This is an optimization exercise on Yosys and OpenROAD, whose aim is small area, a short achievable clock period and few clock cycles, not a production implementation. At most, simulation tests tie the RTL to the original design; equivalence was not proved. Power and IR drop assume default switching activity.

== rev 12 ==
==> flow/design.v <==
package pgtl_pkg;
    localparam int SAMPLE_COUNT = 8;
    localparam int PAIR_SLOTS   = SAMPLE_COUNT * (SAMPLE_COUNT - 1) / 2;
    localparam int POS_W        = 31;
    localparam int GENO_W       = 16;
    localparam int SAMPLE_W     = 3;
    localparam int CODE_W       = 2;
    localparam logic [POS_W-1:0] LONG_TRACT_MIN_RESET = 31'd10000;
    function automatic int pair_slot(input int i, input int j);
        pair_slot = ((i * (2 * SAMPLE_COUNT - i - 1)) >> 1) + (j - i - 1);
    endfunction
    function automatic logic [POS_W:0] prefix_carries(input logic [POS_W-1:0] p,
                                                      input logic [POS_W-1:0] g,
                                                      input logic cin);
        logic [POS_W:0] gg;
        logic [POS_W:0] pp;
        logic [POS_W:0] ng;
        logic [POS_W:0] np;
        gg = {g, cin};
        pp = {p, 1'b0};
        for (int l = 0; (1 << l) <= POS_W; l++)
        begin
            ng = gg;
            np = pp;
            for (int i = 0; i <= POS_W; i++)
            begin
                if (((i >> l) & 1) == 1)
                begin
                    ng[i] = gg[i] | (pp[i] & gg[((i >> l) << l) - 1]);
                    np[i] = pp[i] & pp[((i >> l) << l) - 1];
                end
            end
            gg = ng;
            pp = np;
        end
        prefix_carries = gg;
    endfunction
endpackage
module pgtl_pos_store
(
    input  logic                         clk,
    input  logic                         rst_n,
    input  logic                         clear,
    input  logic [pgtl_pkg::PAIR_SLOTS-1:0] sel,
    input  logic                         wr_en,
    input  logic [pgtl_pkg::POS_W-1:0]   wr_data,
    output logic [pgtl_pkg::POS_W-1:0]   rd_data
);
    logic [pgtl_pkg::POS_W-1:0]      mem [pgtl_pkg::PAIR_SLOTS];
    logic [pgtl_pkg::PAIR_SLOTS-1:0] valid_reg;
    always_ff @(posedge clk or negedge rst_n)
    begin
        if (!rst_n)
            valid_reg <= '0;
        else if (clear)
            valid_reg <= '0;
        else if (wr_en)
            valid_reg <= valid_reg | sel;
    end
    always_ff @(posedge clk)
    begin
        for (int k = 0; k < pgtl_pkg::PAIR_SLOTS; k++)
            if (wr_en && sel[k])
                mem[k] <= wr_data;
    end
    logic [pgtl_pkg::POS_W-1:0] rd_mux;
    logic                       rd_valid;
    always_comb
    begin
        rd_mux = '0;
        for (int k = 0; k < pgtl_pkg::PAIR_SLOTS; k++)
            rd_mux = rd_mux | (mem[k] & {pgtl_pkg::POS_W{sel[k]}});
    end
    assign rd_valid = ((sel & valid_reg) != '0);
    assign rd_data  = rd_mux & {pgtl_pkg::POS_W{rd_valid}};
endmodule
module pairwise_genotype_tract_lengths
(
    input  logic                          clk,
    input  logic                          rst_n,
    input  logic                          cfg_valid,
    output logic                          cfg_ready,
    input  logic [pgtl_pkg::POS_W-1:0]    cfg_long_tract_min,
    input  logic                          site_valid,
    output logic                          site_ready,
    input  logic                          site_new_scaffold,
    input  logic                          site_is_indel,
    input  logic [pgtl_pkg::POS_W-1:0]    site_position,
    input  logic [pgtl_pkg::GENO_W-1:0]   site_genotypes,
    output logic                          result_valid,
    input  logic                          result_ready,
    output logic [pgtl_pkg::SAMPLE_W-1:0] result_first_sample,
    output logic [pgtl_pkg::SAMPLE_W-1:0] result_second_sample,
    output logic [pgtl_pkg::POS_W-1:0]    result_tract_length,
    output logic                          result_long_tract,
    output logic                          result_last_of_site
);
    localparam int NP = pgtl_pkg::PAIR_SLOTS;
    localparam int PW = pgtl_pkg::POS_W;
    localparam int NS = pgtl_pkg::SAMPLE_COUNT;
    function automatic logic [NP-1:0] below(input logic [NP-1:0] m);
        logic [NP-1:0] o;
        logic [NP-1:0] n;
        o = m;
        for (int l = 0; (1 << l) < NP; l++)
        begin
            n = o;
            for (int i = 0; i < NP; i++)
                if (((i >> l) & 1) == 1)
                    n[i] = o[i] | o[((i >> l) << l) - 1];
            o = n;
        end
        below = {o[NP-2:0], 1'b0};
    endfunction
    function automatic logic two_or_more(input logic [NP-1:0] m);
        logic [31:0] a;
        logic [31:0] t;
        logic [31:0] na;
        logic [31:0] nt;
        a = '0;
        a[NP-1:0] = m;
        t = '0;
        for (int w = 32; w > 1; w = w / 2)
        begin
            na = '0;
            nt = '0;
            for (int i = 0; i < w / 2; i++)
            begin
                na[i] = a[2*i] | a[2*i+1];
                nt[i] = t[2*i] | t[2*i+1] | (a[2*i] & a[2*i+1]);
            end
            a = na;
            t = nt;
        end
        two_or_more = t[0];
    endfunction
    function automatic logic [1:0] count8(input logic [NS-1:0] m);
        logic any;
        logic two;
        any = 1'b0;
        two = 1'b0;
        for (int i = 0; i < NS; i++)
        begin
            two = two | (any & m[i]);
            any = any | m[i];
        end
        count8 = {two, any};
    endfunction
    logic [PW-1:0] long_min_reg;
    assign cfg_ready = 1'b1;
    always_ff @(posedge clk or negedge rst_n)
    begin
        if (!rst_n)
            long_min_reg <= pgtl_pkg::LONG_TRACT_MIN_RESET;
        else if (cfg_valid)
            long_min_reg <= cfg_long_tract_min;
    end
    logic          s_empty;
    logic          s_valid;
    logic          s_ns;
    logic          s_nz;
    logic [PW-1:0] s_pos;
    logic [NP-1:0] s_mask;
    logic [NP-1:0] in_mask;
    logic          in_nz;
    logic          in_more;
    logic          s_more;
    logic          s_take;
    logic          s_leave;
    logic          pend_clear;
    logic          s_rdy;
    logic          s_empty_next;
    assign site_ready = s_rdy;
    assign s_valid    = !s_empty;
    always_comb
    begin
        logic [NS-1:0] ref_s;
        logic [NS-1:0] alt_s;
        logic [1:0]    ref_c;
        logic [1:0]    alt_c;
        for (int i = 0; i < NS; i++)
        begin
            ref_s[i] = (site_genotypes[2*i +: 2] == 2'd0);
            alt_s[i] = (site_genotypes[2*i +: 2] == 2'd2);
        end
        in_mask = '0;
        for (int i = 0; i < NS; i++)
            for (int j = i + 1; j < NS; j++)
                in_mask[pgtl_pkg::pair_slot(i, j)] =
                    !site_is_indel && ((ref_s[i] && alt_s[j]) || (alt_s[i] && ref_s[j]));
        ref_c   = count8(ref_s);
        alt_c   = count8(alt_s);
        in_nz   = !site_is_indel && ref_c[0] && alt_c[0];
        in_more = !site_is_indel && ((ref_c[1] && alt_c[0]) || (ref_c[0] && alt_c[1]));
    end
    always_ff @(posedge clk)
    begin
        if (s_empty)
        begin
            s_ns   <= site_new_scaffold;
            s_nz   <= in_nz;
            s_more <= in_more;
            s_pos  <= site_position;
            s_mask <= in_mask;
        end
    end
    logic          a_valid;
    logic [NP-1:0] a_oh;
    logic [NP-1:0] a_rest;
    logic [PW-1:0] a_pos;
    logic          a_more;
    logic          adv;
    logic          a_fire;
    logic          a_upd;
    logic [NP-1:0] s_m;
    logic [NP-1:0] bl_r;
    logic [NP-1:0] bl_s;
    logic [NP-1:0] lo_r;
    logic [NP-1:0] lo_s;
    logic          clear;
    logic [PW-1:0] rd_data;
    logic [pgtl_pkg::SAMPLE_W-1:0] a_first;
    logic [pgtl_pkg::SAMPLE_W-1:0] a_second;
    logic          out_valid;
    assign adv     = !out_valid || result_ready;
    assign a_fire  = a_valid && adv;
    assign a_upd   = adv || !a_valid;
    assign s_take  = a_upd && !a_more && s_valid && s_nz;
    assign s_leave = s_valid && (!s_nz || (a_upd && !a_more));
    assign clear   = s_take && (s_ns || pend_clear);
    assign s_m  = s_mask;
    assign bl_r = below(a_rest);
    assign bl_s = below(s_m);
    assign lo_r = a_rest & ~bl_r;
    assign lo_s = s_m & ~bl_s;
    assign s_empty_next = s_empty ? !(site_valid && s_rdy) : s_leave;
    always_ff @(posedge clk or negedge rst_n)
    begin
        if (!rst_n)
            s_rdy <= 1'b0;
        else
            s_rdy <= s_empty_next;
    end
    always_ff @(posedge clk or negedge rst_n)
    begin
        if (!rst_n)
        begin
            s_empty    <= 1'b1;
            a_valid    <= 1'b0;
            a_more     <= 1'b0;
            pend_clear <= 1'b0;
        end
        else
        begin
            s_empty <= s_empty_next;
            if (s_take)
                pend_clear <= 1'b0;
            else if (s_valid && !s_nz && s_ns)
                pend_clear <= 1'b1;
            if (a_upd)
            begin
                if (a_more)
                    a_more <= two_or_more(a_rest);
                else
                    a_more <= s_valid && s_more;
                a_valid <= a_more || (s_valid && s_nz);
            end
        end
    end
    always_ff @(posedge clk)
    begin
        if (a_upd)
        begin
            if (a_more)
            begin
                a_oh   <= lo_r;
                a_rest <= a_rest & bl_r;
            end
            else
            begin
                a_oh   <= lo_s;
                a_rest <= s_m & bl_s;
                a_pos  <= s_pos;
            end
        end
    end
    pgtl_pos_store u_store
    (
        .clk     (clk),
        .rst_n   (rst_n),
        .clear   (clear),
        .sel     (a_oh),
        .wr_en   (a_fire),
        .wr_data (a_pos),
        .rd_data (rd_data)
    );
    always_comb
    begin
        a_first  = '0;
        a_second = '0;
        for (int i = 0; i < NS; i++)
            for (int j = i + 1; j < NS; j++)
                if (a_oh[pgtl_pkg::pair_slot(i, j)])
                begin
                    a_first  = a_first  | i[pgtl_pkg::SAMPLE_W-1:0];
                    a_second = a_second | j[pgtl_pkg::SAMPLE_W-1:0];
                end
    end
    logic                          b_valid;
    logic                          b2_valid;
    logic [PW-1:0]                 b_p;
    logic [PW-1:0]                 b_g;
    logic [pgtl_pkg::SAMPLE_W-1:0] b_first;
    logic [pgtl_pkg::SAMPLE_W-1:0] b_second;
    logic                          b_last;
    logic [PW:0]                   b_c;
    logic                          b_fwd;
    logic                          min_zero;
    always_ff @(posedge clk or negedge rst_n)
    begin
        if (!rst_n)
        begin
            b_valid   <= 1'b0;
            b2_valid  <= 1'b0;
            out_valid <= 1'b0;
        end
        else if (adv)
        begin
            b_valid   <= a_valid;
            b2_valid  <= b_valid;
            out_valid <= b2_valid;
        end
    end
    always_ff @(posedge clk)
    begin
        if (adv)
        begin
            b_p      <= a_pos ^ ~rd_data;
            b_g      <= a_pos & ~rd_data;
            b_first  <= a_first;
            b_second <= a_second;
            b_last   <= !a_more;
        end
    end
    assign b_c   = pgtl_pkg::prefix_carries(b_p, b_g, 1'b1);
    assign b_fwd = b_c[PW];
    assign min_zero = (long_min_reg == '0);
    logic [PW-1:0]                 b2_diff;
    logic                          b2_fwd;
    logic [pgtl_pkg::SAMPLE_W-1:0] b2_first;
    logic [pgtl_pkg::SAMPLE_W-1:0] b2_second;
    logic                          b2_last;
    always_ff @(posedge clk)
    begin
        if (adv)
        begin
            b2_diff   <= b_p ^ b_c[PW-1:0];
            b2_fwd    <= b_fwd;
            b2_first  <= b_first;
            b2_second <= b_second;
            b2_last   <= b_last;
        end
    end
    logic [pgtl_pkg::SAMPLE_W-1:0] out_first;
    logic [pgtl_pkg::SAMPLE_W-1:0] out_second;
    logic [PW-1:0]                 out_len;
    logic                          out_long;
    logic                          out_last;
    logic                          out_valid_port;
    logic [PW:0]                   l_c;
    assign l_c = pgtl_pkg::prefix_carries(b2_diff ^ ~long_min_reg, b2_diff & ~long_min_reg, 1'b1);
    always_ff @(posedge clk)
    begin
        if (adv)
        begin
            out_first  <= b2_first;
            out_second <= b2_second;
            out_len    <= b2_fwd ? b2_diff : '0;
            out_long   <= b2_fwd ? l_c[PW] : min_zero;
            out_last   <= b2_last;
        end
    end
    always_ff @(posedge clk or negedge rst_n)
    begin
        if (!rst_n)
            out_valid_port <= 1'b0;
        else
            out_valid_port <= b2_valid || (out_valid_port && !result_ready);
    end
    assign result_valid         = out_valid_port;
    assign result_first_sample  = out_first;
    assign result_second_sample = out_second;
    assign result_tract_length  = out_len;
    assign result_long_tract    = out_long;
    assign result_last_of_site  = out_last;
endmodule
export LEC_CHECK = 0
export CAP_MARGIN = 20
export CORE_MARGIN = 2
export CORE_UTILIZATION = 65
export CTS_CLUSTER_DIAMETER = 80
export CTS_CLUSTER_SIZE = 25
export SETUP_SLACK_MARGIN = 3.3
export SLEW_MARGIN = 20
create_clock -name core_clock -period 5.5 [get_ports {clk}]
run.sh (not shown) runs the stock make flow with config.mk's settings and CLKGATE_MAP_FILE= SYNTH_SCRIPT=/design/flow/synth_recipe.tcl, a recipe that flattens the netlist after the stock synthesis.
Testbench counts of rev 12, summed over its fixed seeds: cycles 25,635.
Changes in rev 13 relative to rev 12:
-- flow/design.v --
<<< rev 12, line 45
    input  logic                         wr_en,
    input  logic [pgtl_pkg::POS_W-1:0]   wr_data,
    output logic [pgtl_pkg::POS_W-1:0]   rd_data
);
    logic [pgtl_pkg::POS_W-1:0]      mem [pgtl_pkg::PAIR_SLOTS];
>>> rev 13, line 45
    input  logic                         wr_en,
    input  logic [pgtl_pkg::POS_W-1:0]   wr_data,
    output logic [pgtl_pkg::POS_W-1:0]   rd_data,
    output logic                         rd_valid
);
    logic [pgtl_pkg::POS_W-1:0]      mem [pgtl_pkg::PAIR_SLOTS];
<<< rev 12, line 64
                mem[k] <= wr_data;
    end
    logic [pgtl_pkg::POS_W-1:0] rd_mux;
    logic                       rd_valid;
    always_comb
    begin
        rd_mux = '0;
        for (int k = 0; k < pgtl_pkg::PAIR_SLOTS; k++)
            rd_mux = rd_mux | (mem[k] & {pgtl_pkg::POS_W{sel[k]}});
    end
    assign rd_valid = ((sel & valid_reg) != '0);
    assign rd_data  = rd_mux & {pgtl_pkg::POS_W{rd_valid}};
endmodule
module pairwise_genotype_tract_lengths
>>> rev 13, line 65
                mem[k] <= wr_data;
    end
    always_comb
    begin
        rd_data = '0;
        for (int k = 0; k < pgtl_pkg::PAIR_SLOTS; k++)
            rd_data = rd_data | (mem[k] & {pgtl_pkg::POS_W{sel[k]}});
    end
    assign rd_valid = ((sel & valid_reg) != '0);
endmodule
module pairwise_genotype_tract_lengths
<<< rev 12, line 220
    logic          clear;
    logic [PW-1:0] rd_data;
    logic [pgtl_pkg::SAMPLE_W-1:0] a_first;
    logic [pgtl_pkg::SAMPLE_W-1:0] a_second;
>>> rev 13, line 218
    logic          clear;
    logic [PW-1:0] rd_data;
    logic          rd_valid;
    logic [pgtl_pkg::SAMPLE_W-1:0] a_first;
    logic [pgtl_pkg::SAMPLE_W-1:0] a_second;
<<< rev 12, line 293
        .wr_en   (a_fire),
        .wr_data (a_pos),
        .rd_data (rd_data)
    );
    always_comb
>>> rev 13, line 292
        .wr_en   (a_fire),
        .wr_data (a_pos),
        .rd_data (rd_data),
        .rd_valid(rd_valid)
    );
    always_comb
<<< rev 12, line 336
        if (adv)
        begin
            b_p      <= a_pos ^ ~rd_data;
            b_g      <= a_pos & ~rd_data;
            b_first  <= a_first;
            b_second <= a_second;
>>> rev 13, line 336
        if (adv)
        begin
            b_p      <= rd_valid ? (a_pos ^ ~rd_data) : ~a_pos;
            b_g      <= rd_valid ? (a_pos & ~rd_data) : a_pos;
            b_first  <= a_first;
            b_second <= a_second;
[summary]
Wire length: rev 13 worse than rev 12. After synthesis and placement, the instance count of rev 13 is above that of rev 12. Delta (rev 13 minus rev 12): detail-routed via count per cell moved up, non-clock buffer count moved up. Compared to rev 12, rev 13 has proportion of cell area occupied by multi-input gates 1.3 points higher. The clock period minus worst slack in rev 13 sits 0.62 ns above the value recorded for rev 12. Rev 13 against rev 12; first-pass GRT wire length is up by more than 10%. Of rev 12 and rev 13, rev 13 shows the higher met2 wirelength from detailed routing, with rev 12 below it. Cell count along the critical path ends up lower on rev 13. Arrival time at the worst endpoint (rev 13 over rev 12): increase, 0.59 ns.
No functional check of the RTL was part of rev 13.

* * *

## run A
// pairwise_genotype_tract_lengths: RTL as listed in full above, without the edits since
make LEC_CHECK=0 CAP_MARGIN=20 CORE_MARGIN=2 CORE_UTILIZATION=65 CTS_CLUSTER_DIAMETER=80 CTS_CLUSTER_SIZE=25 SETUP_SLACK_MARGIN=3.0 SLEW_MARGIN=20 finish   # period 5.5 ns
Run A: done, clean on timing, DRC and antenna
Testbench counts of run A, summed over its fixed seeds: cycles 25,635.
Edits applied to the flow inputs when going from run A to run B:
--- a/flow/design.v
+++ b/flow/design.v
@@ -34,8 +34,31 @@
             pp = np;
         end
         prefix_carries = gg;
     endfunction
+    function automatic logic [POS_W:0] prefix_carries_ks(input logic [POS_W-1:0] p,
+                                                         input logic [POS_W-1:0] g,
+                                                         input logic cin);
+        logic [POS_W:0] gg;
+        logic [POS_W:0] pp;
+        logic [POS_W:0] ng;
+        logic [POS_W:0] np;
+        gg = {g, cin};
+        pp = {p, 1'b0};
+        for (int d = 1; d <= POS_W; d = d * 2)
+        begin
+            ng = gg;
+            np = pp;
+            for (int i = d; i <= POS_W; i++)
+            begin
+                ng[i] = gg[i] | (pp[i] & gg[i-d]);
+                np[i] = pp[i] & pp[i-d];
+            end
+            gg = ng;
+            pp = np;
+        end
+        prefix_carries_ks = gg;
+    endfunction
 endpackage
 module pgtl_pos_store
 (
     input  logic                         clk,
@@ -307,8 +330,10 @@
                 end
     end
     logic                          b_valid;
     logic                          b2_valid;
+    logic [PW-1:0]                 b_pos;
+    logic [PW-1:0]                 b_prev;
     logic [PW-1:0]                 b_p;
     logic [PW-1:0]                 b_g;
     logic [pgtl_pkg::SAMPLE_W-1:0] b_first;
     logic [pgtl_pkg::SAMPLE_W-1:0] b_second;
@@ -334,16 +359,18 @@
     always_ff @(posedge clk)
     begin
         if (adv)
         begin
-            b_p      <= a_pos ^ ~rd_data;
-            b_g      <= a_pos & ~rd_data;
+            b_pos    <= a_pos;
+            b_prev   <= rd_data;
             b_first  <= a_first;
             b_second <= a_second;
             b_last   <= !a_more;
         end
     end
-    assign b_c   = pgtl_pkg::prefix_carries(b_p, b_g, 1'b1);
+    assign b_p   = b_pos ^ ~b_prev;
+    assign b_g   = b_pos & ~b_prev;
+    assign b_c   = pgtl_pkg::prefix_carries_ks(b_p, b_g, 1'b1);
     assign b_fwd = b_c[PW];
     assign min_zero = (long_min_reg == '0);
     logic [PW-1:0]                 b2_diff;
     logic                          b2_fwd;
--- outcome ---
- Sequential share of layout area in run B is 0.89 points below run A.
- Changes observed in run B relative to run A: global-route wire length before repair closely matched the old numbers; via count increased by 303 relative to the old numbers.
- Compared with run A, run B shows a arrival time of data at the critical path endpoint that is 0.38 ns higher.
- Taking run A as the reference, in run B total design power up 0.67%, net count of the mapped netlist went up by 79.
No functional check of the RTL was part of run B.

-- what the ideal ports hide --
How much do the figures lean on ideal ports? The routed layouts below were timed once more, with nothing changed but the port constraints. Step 1, drivers: a clkbuf_16 drives clk and a buf_2 each remaining input, both assumed. Step 2 also shifts input and output timing later by t, the mid clock arrival at the registers, as if the neighbouring blocks saw the same clock. Slacks: ideal ports / drivers / drivers and shift; pairs: ideal ports / drivers.
run | shift t [ns] | setup WS [ns] | hold slack, ns | latest minus earliest clock arrival (ns)
rev 12 | 0.754 | 2.949 / 2.949 / 2.608 | 0.418 / 0.418 / 0.418 | 0.051 / 0.050
rev 13 | 0.766 | 2.325 / 2.325 / 2.325 | 0.426 / 0.426 / 0.426 | 0.059 / 0.060
run A | 0.748 | 2.933 / 2.933 / 2.282 | 0.419 / 0.419 / 0.419 | 0.034 / 0.035
run B | 0.749 | 2.545 / 2.545 / 2.306 | 0.406 / 0.406 / 0.406 | 0.036 / 0.036
After both steps every run listed still meets setup and hold. The setup slack of run A, which loses most, moves by 0.000 ns with the drivers and by -0.651 ns with both steps.
